Source: an optimization exercise on an open RTL-to-GDS flow (aim: small area and a short achievable clock period). Production flows keep margins and buffers that such runs may drop. Only simulation tests tie the RTL to the original design; equivalence was not proved. Power figures rest on the tool's default switching activity, not on a simulated workload.

==> flow/design.v, too long to show whole: its modules and the start of the top module <==
// module booth_mul32: 3709 lines
// module bm_fa: 4 lines
// module bm_ha: 4 lines
module booth_mul32
(
  input  logic        i_clkp,
  input  logic        i_reset,
  input  logic [31:0] i_multa,
  input  logic [31:0] i_multb,
  output logic [63:0] o_product
);
  // ...
==> flow/run.sh <==
#!/bin/bash
# synth_recipe.tcl (not shown) runs the flow's synth.tcl, then flattens the netlist and writes it again
# the make line also repeats each setting of config.mk as NAME=value (left out here)
make -C /OpenROAD-flow-scripts/flow DESIGN_CONFIG=/design/flow/config.mk WORK_HOME=/design/flow/orfs CLKGATE_MAP_FILE= SYNTH_SCRIPT=/design/flow/synth_recipe.tcl finish
==> flow/config.mk <==
export PLATFORM = sky130hd
export DESIGN_NAME = booth_mul32
export DESIGN_NICKNAME = booth_mul32
export VERILOG_FILES = /design/flow/design.v
export SDC_FILE = /design/flow/constraint.sdc
export NUM_CORES = 4
export LEC_CHECK = 0
export ABC_AREA = 1
export CAP_MARGIN = 60
export CORE_MARGIN = 2
export CORE_UTILIZATION = 50
export SETUP_SLACK_MARGIN = 3.0
export SLEW_MARGIN = 60
export SYNTH_HIERARCHICAL = 1
==> flow/constraint.sdc <==
create_clock -name core_clock -period 6.5 [get_ports {i_clkp}]
set_input_delay 1.3000 -clock core_clock [delete_from_list [all_inputs] [get_ports {i_clkp}]]
set_output_delay 1.3000 -clock core_clock [all_outputs]
set_load 0.01 [all_outputs]
==> results by group, run 1 <==
Finish
  – # clk buffers: 60
  – Count of sequential standard cells: ~350
  – Multi-input gate area in the final layout: 20400 sq um
  – Most frequent cells in the layout: sky130_fd_sc_hd__xor2_1, sky130_fd_sc_hd__nand2_1, sky130_fd_sc_hd__o22ai_1
  – Net count of the finished layout: 3757

Worst hold path
  – Worst Hold Class: reg2reg
  – Critical hold path startpoint: r1_v

GRT
  – Met1 capacity usage during global routing: 0.482
  – Initial antenna violation count: 0
  – Wire length of the first global-routing pass: roughly 170000 microns
  – Met3 Resource Use GR: 0.145

Detailed routing
  – Per-cell routed wire length: 28.8 microns
  – Post-route met1 wirelength: 46000 microns
  – Count of unresolved DRC violations after routing: 0

Worst setup path
  – FF-to-FF Start: r1_a9
  – Buffers plus inverters on the worst setup path: 1
  – Critical path capture point: r2_c18_1
  – Crit Path Category: reg2reg

Clock tree
  – Hold buffer count at cts: 0
  – Clock Tree Buf Depth: 3
  – Depth of the CTS H-tree: 2
  – Total setup buffers inserted after CTS: 0
  – Post-CTS Resized: 7

Logic synthesis
  – Dominant cells by area after synthesis: sky130_fd_sc_hd__dfxtp_1, sky130_fd_sc_hd__fa_1, sky130_fd_sc_hd__xor2_1
  – Synth unique cells: 50
  – Total of warnings raised by yosys: 7
  – Most common flop cell mapped by yosys: sky130_fd_sc_hd__dfxtp_1
  – Fraction of registers with async set or reset after synthesis: 0

Status
  – Result of the run: no timing/DRC/antenna violations

STA
  – Hold Worst Slack: roughly 0.40 ns
  – Number of pins exceeding their max-slew limit in the final report: 0
  – Actual slew at the worst max-slew pin: 0.673 ns
  – Relative max-transition margin: 0.550
  – Worst Skew: 0.0230 ns

Flow run
  – Number of max-cap violations: 0

Power
  – Cell internal power dissipation: 10.1 mW
  – Proportion of power drawn by flip-flops and latches: 0.175
  – Static leakage: 13.3 nW
  – PD cells: roughly 650 nW/um^2
  – Seq. pwr: 3.70 mW

Floorplanning
  – Number of tap cells added at floorplan: 773
  – Initial Utilization: 0.507

Place
  – Post-detailed-placement half-perimeter wirelength: 82500 microns
==> inputs of run 2 (changes only) <==
--- a/flow/config.mk
+++ b/flow/config.mk
@@ -8,3 +8,3 @@
 export ABC_AREA = 1
-export CAP_MARGIN = 60
+export CAP_MARGIN = 20
 export CORE_MARGIN = 2
@@ -12,3 +12,3 @@
 export SETUP_SLACK_MARGIN = 3.0
-export SLEW_MARGIN = 60
+export SLEW_MARGIN = 20
 export SYNTH_HIERARCHICAL = 1
==> run 2 against run 1 <==
Effect of this change: still clean on timing, DRC and antenna; total power shrank 0.40%; global-route usage grew 2.0 points; worst hold slack gained 0.00082 ns; non-clock buffer count grew 23; register-to-register slack lost 0.08 ns; critical path type unchanged.
==> results by group, run 2 <==
Worst setup path
  – Series of cell instances along the critical path: clkinvlp_4 -> buf_4 -> o22ai_1 -> a221oi_1 -> xor2_1 -> fa_1 -> fa_1 -> fa_1
  – Critical path startpoint category: flip-flop
  – Crit path largest cell delay: 0.73 ns
  – Required @ worst endpoint: a little under 7 ns
  – Buffers plus inverters on the worst setup path: 2 (+1)
  – Setup slack of the worst register-to-register path: 2.91 ns
  – Crit Path Category: reg2reg
  – Most Frequent Cell on Critical Path: sky130_fd_sc_hd__fa_1
  – Cell family with the largest share of critical-path delay: adder cells
  – Arrival @ worst endpoint: around 4.0 ns
  – Slowest cell on the critical path: sky130_fd_sc_hd__dfxtp_1
  – Crit end category: flip-flop
  – Biggest fanout along the worst timing path: 19

Clock tree
  – Latest clock arrival within the worst-skew pair: 0.60 ns
  – Clock tree from TritonCTS: yes
  – Clock Tree Buf Depth: 3 (unchanged)
  – CTS buffer count: 39
  – Root Driver: sky130_fd_sc_hd__clkbuf_16
  – CTS clk-pin slew, worst paths: around 0.060 ns
  – Depth of the CTS H-tree: 2 (unchanged)
  – # clock sinks: 352
  – Hold buffer count at cts: 0 (unchanged)

Logic synthesis
  – Synthesized flop and latch total: about 350
  – Sequential element share of the synthesized area: 0.235
  – Most instantiated cells after synthesis: sky130_fd_sc_hd__xor2_1, sky130_fd_sc_hd__dfxtp_1, sky130_fd_sc_hd__nand2_1, sky130_fd_sc_hd__o22ai_1, sky130_fd_sc_hd__a221oi_1
  – Combined area of all synthesized cells: ~30000 sq um
  – Post-synth EDFFs: 0
  – Nets in the synthesized netlist: 3904
  – Cell accounting for the most synthesized area: sky130_fd_sc_hd__dfxtp_1
  – Mean post-synth cell area: a little under 9 sq um
  – Dominant cells by area after synthesis: sky130_fd_sc_hd__dfxtp_1, sky130_fd_sc_hd__fa_1, sky130_fd_sc_hd__xor2_1
  – Share of the synthesized area in the top cell type: 0.235
  – Most frequent cell after synthesis: sky130_fd_sc_hd__xor2_1
  – Most common flop cell mapped by yosys: sky130_fd_sc_hd__dfxtp_1
  – Total of warnings raised by yosys: 7 (unchanged)
  – Fraction of registers with async set or reset after synthesis: 0 (unchanged)
  – Number of standard cells after synthesis: 3402
  – Synth unique cells: 50 (unchanged)

GRT
  – Via count of the first global-routing pass: 27900
  – Initial antenna violation count: 3 (+3)
  – Overall track demand over capacity in global routing: 0.386
  – Pin count of the biggest net entering global routing: between 40 and 50
  – Global route total overflow: 0
  – Wire length of the first global-routing pass: 179000 microns (+4.2%)

Floorplanning
  – Core footprint: 59200 sq um
  – Initial Utilization: 0.507 (unchanged)
  – Chip width: 249 microns
  – Number of standard-cell rows in the floorplan: 89
  – Ports placed on the boundary: 130
  – Die outline area: 62100 sq um
  – Die height: 249 microns

Power
  – Proportion of power drawn by flip-flops and latches: 0.176 (about the same)
  – Static leakage: 13.3 nW (-0.44%)
  – Peak ir drop on the vdd network: approximately 0.00081 V
  – Switching pwr: 11.1 mW
  – PD cells: 639 nW/um^2 (-1.3%)
  – Sw Share: 0.526
  – Overall power consumption: approximately 21 mW
  – Gate power share: 0.715
  – Cell internal power dissipation: 10.0 mW (-1.4%)
  – Clk network pwr share: 0.109

Finish
  – Most frequent cells in the layout: sky130_fd_sc_hd__xor2_1, sky130_fd_sc_hd__nand2_1, sky130_fd_sc_hd__o22ai_1
  – Layout filler cell count: 5384
  – Most common cell after layout, fill and taps aside: sky130_fd_sc_hd__xor2_1
  – Net count of the finished layout: 3806 (+1.3%)
  – Fraction of layout instances using a drive strength above 1: 0.0957
  – Signed area change from the synthesized netlist to the final layout: 9.96%

Detailed routing
  – Routed Wire Length: 123000 microns
  – Count of unresolved DRC violations after routing: 0 (unchanged)
  – Per-cell routed wire length: 30.1 microns (+4.3%)
  – Vias after detailed routing: 28500
  – Average vias per placed instance: 6.94
  – Number of antenna-violating nets in the routed design: 0
  – Starting DRT DRC Count: 4975
  – Number of iterations in the first detailed-routing pass: 15

STA
  – Setup TNS: 0 ns
  – Number of pins exceeding their max-slew limit in the final report: 0 (unchanged)
  – Actual slew at the worst max-slew pin: 1.22 ns (+0.549 ns)
  – Number of hold violations in the final report: 0
  – Relative max-transition margin: 0.186 (-0.364)
  – Least setup slack across all paths after layout: between 2 and 3 ns
  – Share of the clock period used by the worst path: 0.553
  – Count of final setup violators: 0
  – Worst Skew: 0.0333 ns (+0.0103 ns)
  – Minimum clock period after layout: 3.59 ns
  – Fmax: 278 MHz
  – Setup repair after global routing missed its margin: yes

Status
  – Result of the run: no timing/DRC/antenna violations

Worst hold path
  – Worst Hold Class: reg2reg

Place
  – Worst slack at placement: around 2.6 ns
  – Placer's final routability congestion estimate: between 1 and 1.5
  – IO buf count: ~130
  – Post-detailed-placement half-perimeter wirelength: 82400 microns (-0.11%)

Flow run
  – Number of max-cap violations: 0 (unchanged)
[run 2: cell counts after synthesis]
Identical to the previous run, type by type.
[run 2: path summary, 6_finish.rpt]
| kind | start | to | cells past startpoint |
|---|---|---|---|
| worst min register to register | r1_v | r2_v | 2 |
| worst min-delay path | r1_v | r2_v | 2 |
| worst max register to register | r1_s2_3 | r2_c35_3 | 8 |
| worst max-delay path | r1_s2_3 | r2_c35_3 | 8 |
[run 2: layout make-up]
type	instances	area, sq um	area share
antenna	2	5.00	0.000152
clock buffer	53	1140	0.0345
clock inverter	17	193	0.00583
inverter	249	1080	0.0327
multi-input combinational	2417	20400	0.617
sequential	352	7090	0.215
tap	773	967	0.0293
timing repair buffer	217	1990	0.0601
timing repair inverter	28	198	0.00598
[run 2: worst min-delay path, delay by kind of cell (launching register included)]
family | cells | cell delay (ns)
buf+inv | 1 | 0.04
simple gates | 1 | 0.03
flops | 1 | 0.30
[run 2: kinds of logic (layout without fill, tap and decap cells)]
family / after synthesis / after routing / share of synthesized area
AOI/OAI and AO/OA: 896 / 896 / 0.206
xor gates and xnor gates: 426 / 426 / 0.124
adders and majority gates: 436 / 436 / 0.253
buffers and inverters: 634 / 564 / 0.0891
DFF: 352 / 352 / 0.235
muxes: 1 / 1 / 0.000375
other: 0 / 2 / 0
and+or+nand+nor: 657 / 658 / 0.0922
[run 2: per-module statistics from Yosys (local to each module, per instance)]
module | cells inside | times used
bm_fa | 1 | 282
booth_mul32 | 3062 | 1
bm_ha | 1 | 58
[run 2: stage by stage]
stage	utilization	instance area, sq um	hold WS [ns]	cells
final	0.558	33000	0.403	4108
after CTS	0.552	32700	0.404	4077
after detailed placement	0.523	31000	0.395	3971
after global routing	0.558	33000	0.425	4106
after global placement	0.523	31000	0.395	3971
after floorplan	-	30000	0.388	3402
[run 2: power groups by stage]
stage	Sequential, mW	Clock [mW]	Combinational [mW]
CTS	3.64	2.34	14.9
global placement	3.65	0	13.7
global route	3.73	2.44	16.8
detailed placement	3.67	0	14.1
floorplan	3.25	0	10.7
finish	3.72	2.30	15.1
[run 2: metal layers]
layer  GRT usage  vias up  share of wire
li1            -    11600              -
met1       0.490    13500           0.38
met2       0.531     2481           0.38
met3       0.188      909           0.15
met4       0.216       11          0.082
met5     0.00618        -         0.0016
[run 2: repair_timing]
item / CTS / global route
pin swaps: 2 / 0
setup endpoints to repair: 77 / 79
gates cloned: 27 / 2
buffers inserted: 9 / 27
resized for setup: 74 / 33
hold endpoints to repair: 0 / 0

re-timing with driven ports:
How much do the figures lean on ideal ports? The routed layouts below were timed once more, with nothing changed but the port constraints. Step 1 assumes that a clkbuf_16 drives the clock port and a buf_2 every other input. Step 2 also shifts input and output timing later by t, the mid clock arrival at the registers, as if the neighbouring blocks saw the same clock. a / b / c = ideal ports / drivers / drivers and shift; a / b = the first two.
run	t (ns)	setup WS [ns]	worst hold slack (ns)	worst setup path at the end	clock arrival spread, ns
run 1	0.635	2.987 / 2.987 / 2.742	0.402 / 0.402 / 0.402	input to register	0.023 / 0.023
run 2	0.641	2.908 / 2.908 / 2.667	0.403 / 0.403 / 0.403	input to register	0.034 / 0.033
After both steps setup and hold are still met in every run listed. For run 1, which loses most, drivers alone change the setup slack by 0.000 ns; drivers and shift together by -0.245 ns.
